What follows belongs to an exercise in optimizing a design on an open flow for small area, a short achievable clock period and few clock cycles per item; a production flow would make more cautious choices. At most, simulation tests tie the RTL to the original design; equivalence was not proved.

==> job 7303: inputs <==
Design rsa_top, start of the top module:
module rsa_top (
  input  logic                     clk,
  input  logic                     resetn,
  input  logic                     param_valid,
  input  logic [2:0]               param_sel,
  input  logic [OPERAND_WIDTH-1:0] param_data,
  output logic                     param_ready,
  input  logic                     cmd_valid,
  input  logic [1:0]               cmd_op,
  output logic                     cmd_ready,
  output logic                     result_valid,
  output logic [OPERAND_WIDTH-1:0] result_data,
  input  logic                     result_ready,
  output logic                     busy
);
Settings: LEC_CHECK=0, CAP_MARGIN=20, CORE_MARGIN=2, CORE_UTILIZATION=55, CTS_CLUSTER_DIAMETER=100, CTS_CLUSTER_SIZE=26, SETUP_SLACK_MARGIN=4.8, SLEW_MARGIN=20, SYNTH_HIERARCHICAL=1; clock period 8.0 ns.
standard.sh (not shown) runs the stock make flow with config.mk's settings and CLKGATE_MAP_FILE= SYNTH_SCRIPT=/design/flow/synth_recipe.tcl, a recipe that flattens the netlist after the stock synthesis.
==> flow/flow/run.sh <==
#!/bin/bash
# Standard layout, with plain buffers on the ports instead of delay cells.
set -e
export BUFFER_PORTS_ARGS="-buffer_cell sky130_fd_sc_hd__buf_2"
bash standard.sh > standard.log 2>&1
==> job 8244 (differences from job 7303) <==
==> flow/run.sh (new file) <==
#!/bin/bash
# synth_recipe.tcl (not shown) runs the flow's synth.tcl, then flattens the netlist and writes it again
# the make line also repeats each setting of config.mk as NAME=value (left out here)
make -C /OpenROAD-flow-scripts/flow DESIGN_CONFIG=/design/flow/config.mk WORK_HOME=/design/flow/orfs CLKGATE_MAP_FILE= SYNTH_SCRIPT=/design/flow/synth_recipe.tcl finish
==> flow/config.mk (replaced) <==
export PLATFORM = sky130hd
export DESIGN_NAME = rsa_top
export DESIGN_NICKNAME = rsa_top
export VERILOG_FILES = /design/flow/design.v
export SDC_FILE = /design/flow/constraint.sdc
export NUM_CORES = 4
export LEC_CHECK = 0
export CAP_MARGIN = 20
export CORE_MARGIN = 2
export CORE_UTILIZATION = 72
export CTS_CLUSTER_DIAMETER = 100
export CTS_CLUSTER_SIZE = 30
export SETUP_SLACK_MARGIN = 4.8
export SLEW_MARGIN = 20
export SYNTH_HIERARCHICAL = 1
removed: flow/flow/run.sh
removed: flow/standard.sh
==> job 7884 (differences from job 7303) <==
--- a/flow/design.v
+++ b/flow/design.v
@@ -7,63 +7,73 @@
   localparam logic [2:0] PARAM_MODULUS = 3'd0;
   localparam logic [2:0] PARAM_R_MOD_N = 3'd1;
   localparam logic [2:0] PARAM_BASE = 3'd2;
   localparam logic [2:0] PARAM_R2_MOD_N = 3'd3;
   localparam logic [2:0] PARAM_EXPONENT = 3'd4;
 endpackage
 `timescale 1ns/1ps
 module csa_row #(
-  parameter int W = 8
+  parameter int   W    = 8,
+  parameter logic FILL = 1'b0
 ) (
   input  logic [W-1:0] x,
   input  logic [W-1:0] y,
   input  logic [W-1:0] z,
   output logic [W-1:0] s,
   output logic [W-1:0] c
 );
   assign s = x ^ y ^ z;
-  assign c = {(x[W-2:0] & y[W-2:0]) | (x[W-2:0] & z[W-2:0]) | (y[W-2:0] & z[W-2:0]), 1'b0};
+  assign c = {(x[W-2:0] & y[W-2:0]) | (x[W-2:0] & z[W-2:0]) | (y[W-2:0] & z[W-2:0]), FILL};
 endmodule
 import rsa_pkg::*;
 module mont_digit (
-  input  logic [ACC_WIDTH-1:0]     s_q,
-  input  logic [ACC_WIDTH-1:0]     c_q,
-  input  logic [1:0]               a_bits,
+  input  logic                     clk,
+  input  logic [1:0]               a_next,    
+  input  logic [ACC_WIDTH-1:0]     s_n,
+  input  logic [ACC_WIDTH-1:0]     c_n,
   input  logic [OPERAND_WIDTH-1:0] b,
   input  logic [OPERAND_WIDTH-1:0] modulus,
-  output logic [ACC_WIDTH-1:0]     s_nxt,
-  output logic [ACC_WIDTH-1:0]     c_nxt
+  output logic [ACC_WIDTH-1:0]     s_nxt_n,
+  output logic [ACC_WIDTH-1:0]     c_nxt_n
 );
-  localparam int TW = ACC_WIDTH + 1;   
+  localparam int TW  = ACC_WIDTH + 1;   
+  localparam int EXT = TW - OPERAND_WIDTH;
   logic [TW-1:0] s_in, c_in;
   logic [TW-1:0] pp0, pp1, mm0, mm1;
   logic [TW-1:0] xs1, xc1, xs2, xc2, xs3, xc3, xs4, xc4;
   logic [TW-1:0] hs, hc;
+  logic          s0, c0, p0;
   logic          q0, q1;
   logic          w_mid;
-  assign s_in = TW'(s_q);
-  assign c_in = TW'(c_q);
-  assign q0    = s_q[0] ^ c_q[0] ^ (a_bits[0] & b[0]);
-  assign w_mid = (s_q[0] | c_q[0] | (a_bits[0] & b[0])) &
-                 ~(s_q[0] & c_q[0] & a_bits[0] & b[0]);
-  assign q1    = s_q[1] ^ c_q[1] ^ (a_bits[0] & b[1]) ^ (q0 & modulus[1]) ^ w_mid ^
+  logic [1:0]    a_bits;
+  always_ff @(posedge clk) begin
+    a_bits <= a_next;
+  end
+  assign s_in = {1'b1, s_n};
+  assign c_in = {1'b1, c_n};
+  assign s0    = ~s_n[0];
+  assign c0    = ~c_n[0];
+  assign p0    = a_bits[0] & b[0];
+  assign q0    = s_n[0] ^ c_n[0] ^ p0;
+  assign w_mid = (s0 | c0 | p0) & ~(s0 & c0 & p0);
+  assign q1    = s_n[1] ^ c_n[1] ^ (a_bits[0] & b[1]) ^ (q0 & modulus[1]) ^ w_mid ^
                  (a_bits[1] & b[0]);
-  assign pp0 = a_bits[0] ? TW'(b)       : '0;
-  assign pp1 = a_bits[1] ? TW'(b)       : '0;
-  assign mm0 = q0        ? TW'(modulus) : '0;
-  assign mm1 = q1        ? TW'(modulus) : '0;
-  csa_row #(.W(TW)) row1 (.x(s_in), .y(c_in), .z(pp0), .s(xs1), .c(xc1));
-  csa_row #(.W(TW)) row2 (.x(xs1), .y(xc1), .z(mm0), .s(xs2), .c(xc2));
-  assign hs = {1'b0, xs2[TW-1:1]};
-  assign hc = {1'b0, xc2[TW-1:1]};
-  csa_row #(.W(TW)) row3 (.x(hs), .y(hc), .z(pp1), .s(xs3), .c(xc3));
-  csa_row #(.W(TW)) row4 (.x(xs3), .y(xc3), .z(mm1), .s(xs4), .c(xc4));
-  assign s_nxt = xs4[TW-1:1];
-  assign c_nxt = xc4[TW-1:1];
+  assign pp0 = {{EXT{1'b1}}, ~({OPERAND_WIDTH{a_bits[0]}} & b)};
+  assign pp1 = {{EXT{1'b1}}, ~({OPERAND_WIDTH{a_bits[1]}} & b)};
+  assign mm0 = {{EXT{1'b1}}, ~({OPERAND_WIDTH{q0}} & modulus)};
+  assign mm1 = {{EXT{1'b1}}, ~({OPERAND_WIDTH{q1}} & modulus)};
+  csa_row #(.W(TW), .FILL(1'b1)) row1 (.x(s_in), .y(c_in), .z(pp0), .s(xs1), .c(xc1));
+  csa_row #(.W(TW), .FILL(1'b1)) row2 (.x(xs1), .y(xc1), .z(mm0), .s(xs2), .c(xc2));
+  assign hs = {1'b1, xs2[TW-1:1]};
+  assign hc = {1'b1, xc2[TW-1:1]};
+  csa_row #(.W(TW), .FILL(1'b1)) row3 (.x(hs), .y(hc), .z(pp1), .s(xs3), .c(xc3));
+  csa_row #(.W(TW), .FILL(1'b1)) row4 (.x(xs3), .y(xc3), .z(mm1), .s(xs4), .c(xc4));
+  assign s_nxt_n = xs4[TW-1:1];
+  assign c_nxt_n = xc4[TW-1:1];
 endmodule
 `timescale 1ns/1ps
 import rsa_pkg::*;
 module rsa_top (
   input  logic                     clk,
   input  logic                     resetn,
   input  logic                     param_valid,
   input  logic [2:0]               param_sel,
@@ -161,83 +171,68 @@
     if (ph_iter) begin
       it_cnt <= it_cnt + 4'd1;
     end else begin
       it_cnt <= '0;
     end
   end
   logic [OPERAND_WIDTH-1:0] sq;
   logic [OPERAND_WIDTH-1:0] acc;
-  logic [1:0]               a_bits;
+  logic [1:0]               a_next;
   logic [1:0]               a_fetch;
   logic [OPERAND_WIDTH-1:0] a_src;
   logic [ACC_WIDTH:0]       sq_sum;
   logic [ACC_WIDTH:0]       acc_sum;
-  logic [OPERAND_WIDTH-1:0] sq_red;
-  logic [OPERAND_WIDTH-1:0] acc_red;
-  logic [ACC_WIDTH-1:0]     sq_s, sq_c, acc_s, acc_c;
-  logic [ACC_WIDTH-1:0]     sq_s_nxt, sq_c_nxt, acc_s_nxt, acc_c_nxt;
+  logic [ACC_WIDTH-1:0]     sq_sn, sq_cn, acc_sn, acc_cn;
+  logic [ACC_WIDTH-1:0]     sq_sn_nxt, sq_cn_nxt, acc_sn_nxt, acc_cn_nxt;
   logic [ACC_WIDTH-1:0]     neg_n;
   assign a_src   = conv_rnd ? base : sq;
   assign a_fetch = a_src[{it_cnt + 4'd1, 1'b0} +: 2];
-  assign sq_red  = sq_sum[ACC_WIDTH]  ? sq_sum[OPERAND_WIDTH-1:0]  : sq_s[OPERAND_WIDTH-1:0];
-  assign acc_red = acc_sum[ACC_WIDTH] ? acc_sum[OPERAND_WIDTH-1:0] : acc_s[OPERAND_WIDTH-1:0];
-  always_ff @(posedge clk) begin
-    if (ph_init) begin
-      a_bits <= base[1:0];
-    end else if (ph_sub) begin
-      a_bits <= sq_red[1:0];
-    end else begin
-      a_bits <= a_fetch;
-    end
-  end
+  assign a_next = ph_init ? base[1:0] :
+                  ph_sub  ? (sq_sum[ACC_WIDTH] ? sq_sum[1:0] : sq[1:0]) :
+                            a_fetch;
   always_ff @(posedge clk) begin
     if (ph_init) begin
       sq  <= r2_mod_n;
       acc <= {{(OPERAND_WIDTH-1){1'b0}}, |modulus[OPERAND_WIDTH-1:1]};
-    end else if (ph_sub) begin
-      sq <= sq_red;
-      if (acc_take) begin
-        acc <= acc_red;
+    end else begin
+      if (ph_res | (ph_sub & sq_sum[ACC_WIDTH])) begin
+        sq <= sq_sum[OPERAND_WIDTH-1:0];
+      end
+      if (acc_take & (ph_res | (ph_sub & acc_sum[ACC_WIDTH]))) begin
+        acc <= acc_sum[OPERAND_WIDTH-1:0];
       end
     end
   end
   assign result_data = acc;
   assign neg_n   = {1'b1, ~modulus[OPERAND_WIDTH-1:1], 1'b1};
-  assign sq_sum  = {1'b0, sq_s} + {1'b0, sq_c};
-  assign acc_sum = {1'b0, acc_s} + {1'b0, acc_c};
+  assign sq_sum  = ~({1'b0, sq_sn} + {1'b0, sq_cn} + {{ACC_WIDTH{1'b0}}, 1'b1});
+  assign acc_sum = ~({1'b0, acc_sn} + {1'b0, acc_cn} + {{ACC_WIDTH{1'b0}}, 1'b1});
   mont_digit dig_sq (
-    .s_q     (sq_s),
-    .c_q     (sq_c),
-    .a_bits  (a_bits),
+    .clk     (clk),
+    .a_next  (a_next),
+    .s_n     (sq_sn),
+    .c_n     (sq_cn),
     .b       (sq),
     .modulus (modulus),
-    .s_nxt   (sq_s_nxt),
-    .c_nxt   (sq_c_nxt)
+    .s_nxt_n (sq_sn_nxt),
+    .c_nxt_n (sq_cn_nxt)
   );
   mont_digit dig_acc (
-    .s_q     (acc_s),
-    .c_q     (acc_c),
-    .a_bits  (a_bits),
+    .clk     (clk),
+    .a_next  (a_next),
+    .s_n     (acc_sn),
+    .c_n     (acc_cn),
     .b       (acc),
     .modulus (modulus),
-    .s_nxt   (acc_s_nxt),
-    .c_nxt   (acc_c_nxt)
+    .s_nxt_n (acc_sn_nxt),
+    .c_nxt_n (acc_cn_nxt)
   );
-  always_ff @(posedge clk) begin
-    if (mm_clear) begin
-      sq_s  <= '0;
-      sq_c  <= '0;
-      acc_s <= '0;
-      acc_c <= '0;
-    end else if (ph_res) begin
-      sq_s  <= sq_sum[ACC_WIDTH-1:0];
-      sq_c  <= neg_n;
-      acc_s <= acc_sum[ACC_WIDTH-1:0];
-      acc_c <= neg_n;
-    end else begin
-      sq_s  <= sq_s_nxt;
-      sq_c  <= sq_c_nxt;
-      acc_s <= acc_s_nxt;
-      acc_c <= acc_c_nxt;
-    end
+  logic sel_res, sel_step;
+  assign sel_res  = ph_res;
+  assign sel_step = ~ph_res & ~mm_clear;
+  always_ff @(posedge clk) begin
+    sq_sn  <= ({ACC_WIDTH{~sel_res}} | ~sq_sum[ACC_WIDTH-1:0])  & ({ACC_WIDTH{~sel_step}} | sq_sn_nxt);
+    sq_cn  <= ({ACC_WIDTH{~sel_res}} | ~neg_n)                  & ({ACC_WIDTH{~sel_step}} | sq_cn_nxt);
+    acc_sn <= ({ACC_WIDTH{~sel_res}} | ~acc_sum[ACC_WIDTH-1:0]) & ({ACC_WIDTH{~sel_step}} | acc_sn_nxt);
+    acc_cn <= ({ACC_WIDTH{~sel_res}} | ~neg_n)                  & ({ACC_WIDTH{~sel_step}} | acc_cn_nxt);
   end
 endmodule
--- a/flow/config.mk
+++ b/flow/config.mk
@@ -5,11 +5,11 @@
 export SDC_FILE = /design/flow/constraint.sdc
 export NUM_CORES = 4
 export LEC_CHECK = 0
 export CAP_MARGIN = 20
 export CORE_MARGIN = 2
 export CORE_UTILIZATION = 55
 export CTS_CLUSTER_DIAMETER = 100
 export CTS_CLUSTER_SIZE = 26
-export SETUP_SLACK_MARGIN = 4.8
+export SETUP_SLACK_MARGIN = 4.85
 export SLEW_MARGIN = 20
 export SYNTH_HIERARCHICAL = 1
==> flow_summary.json <==
{
  "status": "finished clean",
  "synth.avg_cell_area_sq_um": 11.3,
  "whs_endpoint": "ph_res",
  "clock_sinks": 328,
  "max_freq_ghz": 0.303,
  "seq_share_pct": 31.6
}
(the above is from job 7884)
==> flow_summary.json <==
{
  "status": "finished clean",
  "whs_endpoint": "ph_res",
  "max_freq_ghz": 0.312,
  "seq_share_pct": 30.5
}
(the above is from job 8244)
==> flow_summary.json <==
{
  "status": "finished clean",
  "clock_sinks": 326,
  "seq_share_pct": 30.3,
  "max_freq_ghz": 0.316,
  "synth.avg_cell_area_sq_um": 11.2
}
(the above is from job 7303)
Testbench counts of job 7303, summed over its fixed seeds: cycles 40,192, items 128.
Testbench counts of job 8244, summed over its fixed seeds: cycles 40,192, items 128.
The RTL of job 7884 was laid out without a check of its function.

separate check: timing with driven ports:
How much do the figures lean on ideal ports? The routed layouts below were timed once more, with nothing changed but the port constraints.
Step 1: set_driving_cell puts a clkbuf_16 on clk and a buf_2 on each other input, an assumption about the parent block.
Step 2 adds t to the input delays and takes it off the output delays; t is the mean of the earliest and latest rising clock arrival at the registers after step 1. Input paths then give back, and output paths get back, about the clock's delay inside the block.
Three values: ideal ports, drivers, drivers and shift; two values: the first two.
run	t (ns)	setup slack, ns	worst data-port slew with drivers (ns)
job 7303	0.607	4.837 / 4.837 / 4.837	0.05
job 8244	0.587	4.798 / 4.776 / 4.460	0.07
job 7884	0.593	4.698 / 4.698 / 4.698	0.06
After both steps setup and hold are still met in every run listed. For job 8244, which loses most, drivers alone change the setup slack by -0.022 ns; drivers and shift together by -0.338 ns.
